Context: an optimization exercise on an open-source flow, tuned for small area, a short achievable clock period and few clock cycles per item. The choices shown serve that exercise and are no tape-out recipe.
The RTL was checked by simulation tests, not by an equivalence proof against the original design.
Power is estimated from default activity; no workload was simulated.

## job 101
// dual_queue_shared_array
module dual_queue_shared_array #(
  parameter int unsigned DEPTH = 128
) (
  input  logic        clk_i,
  input  logic        rst_ni,
  input  logic        s_axis_tvalid,
  output logic        s_axis_tready,
  input  logic [31:0] s_axis_tdata,    
  input  logic [1:0]  s_axis_tuser,    
  output logic        m_axis_tvalid,
  input  logic        m_axis_tready,
  output logic [31:0] m_axis_tdata,    
  output logic [1:0]  m_axis_tuser     
);
Settings: LEC_CHECK=0, ABC_CLOCK_PERIOD_IN_PS=2700, CAP_MARGIN=20, CORE_MARGIN=2, CORE_UTILIZATION=56, CTS_CLUSTER_DIAMETER=90, CTS_CLUSTER_SIZE=24, PLACE_DENSITY=0.64, SETUP_SLACK_MARGIN=3.6, SLEW_MARGIN=20, TNS_END_PERCENT=20; clock period 6.0 ns.
standard.sh (not shown) runs the stock make flow with config.mk's settings and CLKGATE_MAP_FILE= SYNTH_SCRIPT=/design/flow/synth_recipe.tcl, a recipe that flattens the netlist after the stock synthesis.
==> flow/flow/run.sh <==
#!/bin/bash
set -euo pipefail
bash standard.sh finish \
  "BUFFER_PORTS_ARGS=-buffer_cell sky130_fd_sc_hd__buf_2" \
  "POST_GLOBAL_PLACE_TCL=$PWD/flow/move_out.tcl" > flow_make.log 2>&1
==> flow/flow/move_out.tcl <==
# Place the flip-flop that drives each output port's buffer on top of that
# buffer; detailed placement then legalizes it next to the buffer.
set block [ord::get_db_block]
set moved 0
foreach bterm [$block getBTerms] {
  if {[$bterm getIoType] != "OUTPUT"} { continue }
  set net [$bterm getNet]
  if {$net == "NULL"} { continue }
  set buf ""
  foreach it [$net getITerms] {
    if {[$it isOutputSignal]} { set buf [$it getInst] }
  }
  if {$buf == ""} { continue }
  set innet ""
  foreach it [$buf getITerms] {
    if {[$it isInputSignal]} { set innet [$it getNet] }
  }
  if {$innet == "" || $innet == "NULL"} { continue }
  set ff ""
  foreach it [$innet getITerms] {
    if {[$it isOutputSignal]} { set ff [$it getInst] }
  }
  if {$ff == ""} { continue }
  if {![[$ff getMaster] isSequential]} { continue }
  set loc [$buf getLocation]
  $ff setLocation [lindex $loc 0] [lindex $loc 1]
  incr moved
}
puts "move_out: placed $moved output flip-flops at their port buffers"
Per the final summary, job 101 finished and its layout is clean on timing, DRC and antenna.
Testbench counts of job 101, summed over its fixed seeds: cycles 24,024, items 24,000.
## Diff of input files: job 102 against job 101
--- a/flow/design.v
+++ b/flow/design.v
@@ -146,26 +146,32 @@
   end
   logic [AW-1:0] raddr;
   logic [D-1:0]  rsel_d;
   assign raddr = sel_b ? ~hd_b_q : hd_a_q;
   always_comb begin
     for (int i = 0; i < D; i++) rsel_d[i] = deq_ok && (raddr == AW'(i));
   end
   logic [AW-1:0] waddr;
-  logic [D-1:0]  wen_q;
+  logic [7:0]    wlo_q;
+  logic [15:0]   whi_q;
   logic [31:0]   wdata_q;
+  logic [D-1:0]  wen;
   assign waddr = sel_b ? ~ext_b_q[AW-1:0] : ext_a_q[AW-1:0];
   always_ff @(posedge clk_i) begin
-    for (int i = 0; i < D; i++) wen_q[i] <= enq_ok && (waddr == AW'(i));
+    for (int j = 0; j < 8; j++)  wlo_q[j] <= enq_ok && (waddr[2:0] == 3'(j));
+    for (int j = 0; j < 16; j++) whi_q[j] <= (waddr[6:3] == 4'(j));
     wdata_q <= s_axis_tdata;
   end
+  always_comb begin
+    for (int i = 0; i < D; i++) wen[i] = wlo_q[i % 8] && whi_q[i / 8];
+  end
   always_ff @(posedge clk_i) begin
     for (int i = 0; i < D; i++) begin
-      if (wen_q[i]) mem_q[i] <= wdata_q;
+      if (wen[i]) mem_q[i] <= wdata_q;
     end
   end
   localparam int unsigned G  = 4;         
   localparam int unsigned GW = D / G;     
   logic         v1_q;
   logic [1:0]   st1_q;
   logic [D-1:0] rsel_q;
   always_ff @(posedge clk_i) begin
Start point of the critical path: e0_q[10] -> job 101, wlo_q[1] -> job 102
Diff job 101 -> job 102 | total length of routed wires | down slightly
Compared with job 101, job 102 shows a higher maximum fanout count along the critical path.
As of job 102, number of rows in the core area had fallen slightly compared to job 101.
Job 102 ended up with sky130_fd_sc_hd__dfxtp_1 as its slowest library cell on the worst path; job 101 ended up with sky130_fd_sc_hd__dfrtp_1.
In job 102 the period utilization turned out 1.4 points higher than in job 101.
In job 102 the global routing usage summed across all routing layers turned out 0.50 points higher than in job 101.
Testbench counts of job 102, summed over its fixed seeds: cycles 24,024, items 24,000.

---

== the baseline ==
The RTL this note starts from:
==> flow/design.v <==
package dqsa_pkg;
  localparam int unsigned DqsaDepth = 128;
  localparam int unsigned DataW = 32;
  typedef enum logic {
    REQ_ENQ = 1'b0,
    REQ_DEQ = 1'b1
  } req_type_e;
  typedef enum logic [1:0] {
    ST_OK        = 2'd0,
    ST_OVERFLOW  = 2'd1,
    ST_UNDERFLOW = 2'd2
  } status_e;
  typedef enum logic {
    S_IDLE = 1'b0,
    S_READ = 1'b1
  } ctrl_state_e;
  typedef struct packed {
    logic accept;     
    logic load_now;   
    logic load_ram;   
  } dqsa_cmd_t;
  typedef struct packed {
    logic deq_hit;    
    logic out_busy;   
  } dqsa_sts_t;
endpackage
module dual_queue_shared_array #(
  parameter int unsigned DEPTH = 128
) (
  input  logic        clk_i,
  input  logic        rst_ni,
  input  logic        s_axis_tvalid,
  output logic        s_axis_tready,
  input  logic [31:0] s_axis_tdata,    
  input  logic [1:0]  s_axis_tuser,    
  output logic        m_axis_tvalid,
  input  logic        m_axis_tready,
  output logic [31:0] m_axis_tdata,    
  output logic [1:0]  m_axis_tuser     
);
  localparam int unsigned D  = 128;
  localparam int unsigned AW = 7;
  logic          rdy;                   
  logic [AW:0]   ext_a_q, ext_b_q;      
  logic [AW-1:0] hd_a_q, hd_b_q;        
  logic          empty_a_q, empty_b_q;  
  logic          last_a_q, last_b_q;    
  logic          full_q;                
  logic [AW:0]   free_q;                
  logic [D-1:0][31:0] mem_q;
  logic take;
  logic enq_ok, enq_a, enq_b, deq_a, deq_b, deq_ok, sel_b, sel_empty;
  logic [1:0] status;
  always_comb begin
    take      = s_axis_tvalid && rdy;
    sel_b     = s_axis_tuser[1];
    sel_empty = sel_b ? empty_b_q : empty_a_q;
    enq_ok    = take && !s_axis_tuser[0] && !full_q;
    enq_a     = enq_ok && !sel_b;
    enq_b     = enq_ok &&  sel_b;
    deq_ok    = s_axis_tuser[0] && !sel_empty;
    deq_a     = take && deq_ok && !sel_b;
    deq_b     = take && deq_ok &&  sel_b;
    if (s_axis_tuser[0]) status = sel_empty ? 2'd2 : 2'd0;
    else                 status = full_q    ? 2'd1 : 2'd0;
  end
  logic [AW:0]   ext_a_d, ext_b_d, free_d;
  logic [AW-1:0] hd_a_d, hd_b_d;
  logic          empty_a_d, empty_b_d, last_a_d, last_b_d, full_d;
  always_comb begin
    ext_a_d   = ext_a_q;
    hd_a_d    = hd_a_q;
    empty_a_d = empty_a_q;
    last_a_d  = last_a_q;
    ext_b_d   = ext_b_q;
    hd_b_d    = hd_b_q;
    empty_b_d = empty_b_q;
    last_b_d  = last_b_q;
    free_d    = free_q;
    full_d    = full_q;
    if (enq_a) begin
      ext_a_d   = ext_a_q + 1'b1;
      empty_a_d = 1'b0;
      last_a_d  = empty_a_q;
      free_d    = free_q - 1'b1;
      full_d    = (free_q == (AW+1)'(1));
    end
    if (enq_b) begin
      ext_b_d   = ext_b_q + 1'b1;
      empty_b_d = 1'b0;
      last_b_d  = empty_b_q;
      free_d    = free_q - 1'b1;
      full_d    = (free_q == (AW+1)'(1));
    end
    if (deq_a) begin
      if (last_a_q) begin
        ext_a_d   = '0;
        hd_a_d    = '0;
        empty_a_d = 1'b1;
        last_a_d  = 1'b0;
        free_d    = free_q + ext_a_q;
        full_d    = 1'b0;
      end else begin
        hd_a_d    = hd_a_q + 1'b1;
        last_a_d  = ({1'b0, hd_a_q} + (AW+1)'(2) == ext_a_q);
      end
    end
    if (deq_b) begin
      if (last_b_q) begin
        ext_b_d   = '0;
        hd_b_d    = '0;
        empty_b_d = 1'b1;
        last_b_d  = 1'b0;
        free_d    = free_q + ext_b_q;
        full_d    = 1'b0;
      end else begin
        hd_b_d    = hd_b_q + 1'b1;
        last_b_d  = ({1'b0, hd_b_q} + (AW+1)'(2) == ext_b_q);
      end
    end
  end
  always_ff @(posedge clk_i or negedge rst_ni) begin
    if (!rst_ni) begin
      ext_a_q   <= '0;
      hd_a_q    <= '0;
      empty_a_q <= 1'b1;
      last_a_q  <= 1'b0;
      ext_b_q   <= '0;
      hd_b_q    <= '0;
      empty_b_q <= 1'b1;
      last_b_q  <= 1'b0;
      free_q    <= (AW+1)'(D);
      full_q    <= 1'b0;
    end else begin
      ext_a_q   <= ext_a_d;
      hd_a_q    <= hd_a_d;
      empty_a_q <= empty_a_d;
      last_a_q  <= last_a_d;
      ext_b_q   <= ext_b_d;
      hd_b_q    <= hd_b_d;
      empty_b_q <= empty_b_d;
      last_b_q  <= last_b_d;
      free_q    <= free_d;
      full_q    <= full_d;
    end
  end
  logic [AW-1:0] raddr;
  logic [D-1:0]  rsel_d;
  assign raddr = sel_b ? ~hd_b_q : hd_a_q;
  always_comb begin
    for (int i = 0; i < D; i++) rsel_d[i] = deq_ok && (raddr == AW'(i));
  end
  logic [AW-1:0] waddr;
  logic [D-1:0]  wen_q;
  logic [31:0]   wdata_q;
  assign waddr = sel_b ? ~ext_b_q[AW-1:0] : ext_a_q[AW-1:0];
  always_ff @(posedge clk_i) begin
    for (int i = 0; i < D; i++) wen_q[i] <= enq_ok && (waddr == AW'(i));
    wdata_q <= s_axis_tdata;
  end
  always_ff @(posedge clk_i) begin
    for (int i = 0; i < D; i++) begin
      if (wen_q[i]) mem_q[i] <= wdata_q;
    end
  end
  localparam int unsigned G  = 4;         
  localparam int unsigned GW = D / G;     
  logic         v1_q;
  logic [1:0]   st1_q;
  logic [D-1:0] rsel_q;
  always_ff @(posedge clk_i) begin
    rsel_q <= rsel_d;
    st1_q  <= status;
  end
  logic [G-1:0][31:0] part;
  always_comb begin
    for (int g = 0; g < G; g++) begin
      part[g] = '0;
      for (int k = 0; k < GW; k++) begin
        part[g] = part[g] | (mem_q[g*GW+k] & {32{rsel_q[g*GW+k]}});
      end
    end
  end
  logic               v2_q;
  logic [1:0]         st2_q;
  logic [G-1:0][31:0] part_q;
  always_ff @(posedge clk_i) begin
    part_q <= part;
    st2_q  <= st1_q;
  end
  logic [31:0] rdata;
  always_comb begin
    rdata = '0;
    for (int g = 0; g < G; g++) rdata = rdata | part_q[g];
  end
  logic [33:0] res;
  assign res = {st2_q, rdata};
  localparam int unsigned K = 4;
  logic [33:0]  e0_q;
  logic [33:0]  e_q [1:K-1];
  logic [2:0]   cnt_q;
  logic         ov;                 
  logic         pop;
  logic [2:0]   cnt_d;
  logic alive_q;
  assign rdy   = alive_q && ({1'b0, cnt_q} + {3'b0, v1_q} + {3'b0, v2_q}) <= 4'(K - 1);
  assign ov    = cnt_q != '0;
  assign pop   = ov && m_axis_tready;
  assign cnt_d = cnt_q - {2'b0, pop} + {2'b0, v2_q};
  always_ff @(posedge clk_i or negedge rst_ni) begin
    if (!rst_ni) begin
      alive_q <= 1'b0;
      v1_q  <= 1'b0;
      v2_q  <= 1'b0;
      cnt_q <= '0;
    end else begin
      alive_q <= 1'b1;
      v1_q  <= take;
      v2_q  <= v1_q;
      cnt_q <= cnt_d;
    end
  end
  logic [33:0] e0s_q;
  always_ff @(posedge clk_i) begin
    if (!ov || m_axis_tready) e0s_q <= (cnt_q < 3'd2) ? res : e_q[1];
  end
  always_ff @(posedge clk_i or negedge rst_ni) begin
    if (!rst_ni) begin
      e0_q <= '0;
    end else begin
      e0_q <= (ov && !m_axis_tready) ? e0s_q :
              (cnt_q >= 3'd2)        ? e_q[1] : res;
    end
  end
  always_ff @(posedge clk_i) begin
    for (int j = 1; j < K; j++) begin
      if (pop && cnt_q >= 3'(j + 2)) begin
        e_q[j] <= e_q[j+1 < K ? j+1 : j];
      end else if ((pop && cnt_q == 3'(j + 1)) || (!pop && cnt_q <= 3'(j))) begin
        e_q[j] <= res;
      end
    end
  end
  logic tready_q, tvalid_q;
  always_ff @(posedge clk_i or negedge rst_ni) begin
    if (!rst_ni) begin
      tready_q <= 1'b0;
      tvalid_q <= 1'b0;
    end else begin
      tready_q <= ({1'b0, cnt_d} + {3'b0, v1_q} + {3'b0, take}) <= 4'(K - 1);
      tvalid_q <= cnt_d != '0;
    end
  end
  assign s_axis_tready = tready_q;
  assign m_axis_tvalid = tvalid_q;
  assign m_axis_tuser  = e0_q[33:32];
  assign m_axis_tdata  = e0_q[31:0];
endmodule
export LEC_CHECK = 0
export ABC_CLOCK_PERIOD_IN_PS = 2700
export CAP_MARGIN = 20
export CORE_MARGIN = 2
export CORE_UTILIZATION = 56
export CTS_CLUSTER_DIAMETER = 90
export CTS_CLUSTER_SIZE = 27
export PLACE_DENSITY = 0.64
export SETUP_SLACK_MARGIN = 3.7
export SLEW_MARGIN = 20
export TNS_END_PERCENT = 30
create_clock -name core_clock -period 6.0 [get_ports {clk_i}]
Scripts as last shown in full above: flow/flow/run.sh, flow/flow/move_out.tcl
Having completed the whole flow, the baseline delivered a layout that passed the timing, design-rule and antenna checks.
Testbench counts of the baseline, summed over its fixed seeds: cycles 24,024, items 24,000.
Changes in the candidate relative to the baseline:
--- a/flow/design.v
+++ b/flow/design.v
@@ -222,17 +222,13 @@
   end
   logic [33:0] e0s_q;
   always_ff @(posedge clk_i) begin
     if (!ov || m_axis_tready) e0s_q <= (cnt_q < 3'd2) ? res : e_q[1];
   end
-  always_ff @(posedge clk_i or negedge rst_ni) begin
-    if (!rst_ni) begin
-      e0_q <= '0;
-    end else begin
-      e0_q <= (ov && !m_axis_tready) ? e0s_q :
-              (cnt_q >= 3'd2)        ? e_q[1] : res;
-    end
+  always_ff @(posedge clk_i) begin
+    e0_q <= (ov && !m_axis_tready) ? e0s_q :
+            (cnt_q >= 3'd2)        ? e_q[1] : res;
   end
   always_ff @(posedge clk_i) begin
     for (int j = 1; j < K; j++) begin
       if (pop && cnt_q >= 3'(j + 2)) begin
         e_q[j] <= e_q[j+1 < K ? j+1 : j];
--- outcome ---
- From the logs: the candidate reached the end of the flow and failed the layout checks with antenna violations.
- Looking at end of the critical path, the m_axis_tdata[27] result is from the baseline; the m_axis_tvalid one comes from the candidate.
- For area added between synthesis and finish, the baseline and the candidate come out practically identical.
- The candidate against the baseline: non-clock buffer count shows an increase of 2, sequential share of layout area stayed essentially flat, shortest clock period the worst path allows after layout stayed essentially flat.
- Portion of the post-synthesis area used by sequential elements essentially unchanged between the baseline and the candidate.
- Status: power drawn by the sequential cells parity (the baseline, the candidate)
- Side by side, wire length turned out higher in the candidate than in the baseline.
Testbench counts of the candidate, summed over its fixed seeds: cycles 24,024, items 24,000.

-- re-timing with driven ports --
In the flow no input, the clock included, has a driving cell. The finished layouts below were timed again as built, in two steps.
Step 1 assumes that a clkbuf_16 drives the clock port and a buf_2 every other input.
Step 2, shift: input delay + t, output delay - t, t = (earliest + latest rising clock arrival at the registers) / 2. This alone moves slack from input paths to output paths.
Slacks: ideal ports / drivers / drivers and shift; pairs: ideal ports / drivers.
| run | shift t [ns] | setup WS [ns] | worst data-port slew with drivers (ns) | pins driven straight from the clock port |
|---|---|---|---|---|
| job 101 | 1.038 | 3.355 / 3.246 / 2.658 | 0.17 | 1 |
| job 102 | 1.042 | 3.273 / 3.187 / 2.551 | 0.21 | 1 |
| the baseline | 1.027 | 3.338 / 3.221 / 2.720 | 0.10 | 1 |
| the candidate | 1.025 | 3.337 / 3.237 / 2.497 | 0.19 | 1 |
The setup slack of the candidate, which loses most, moves by -0.100 ns with the drivers and by -0.840 ns with both steps.
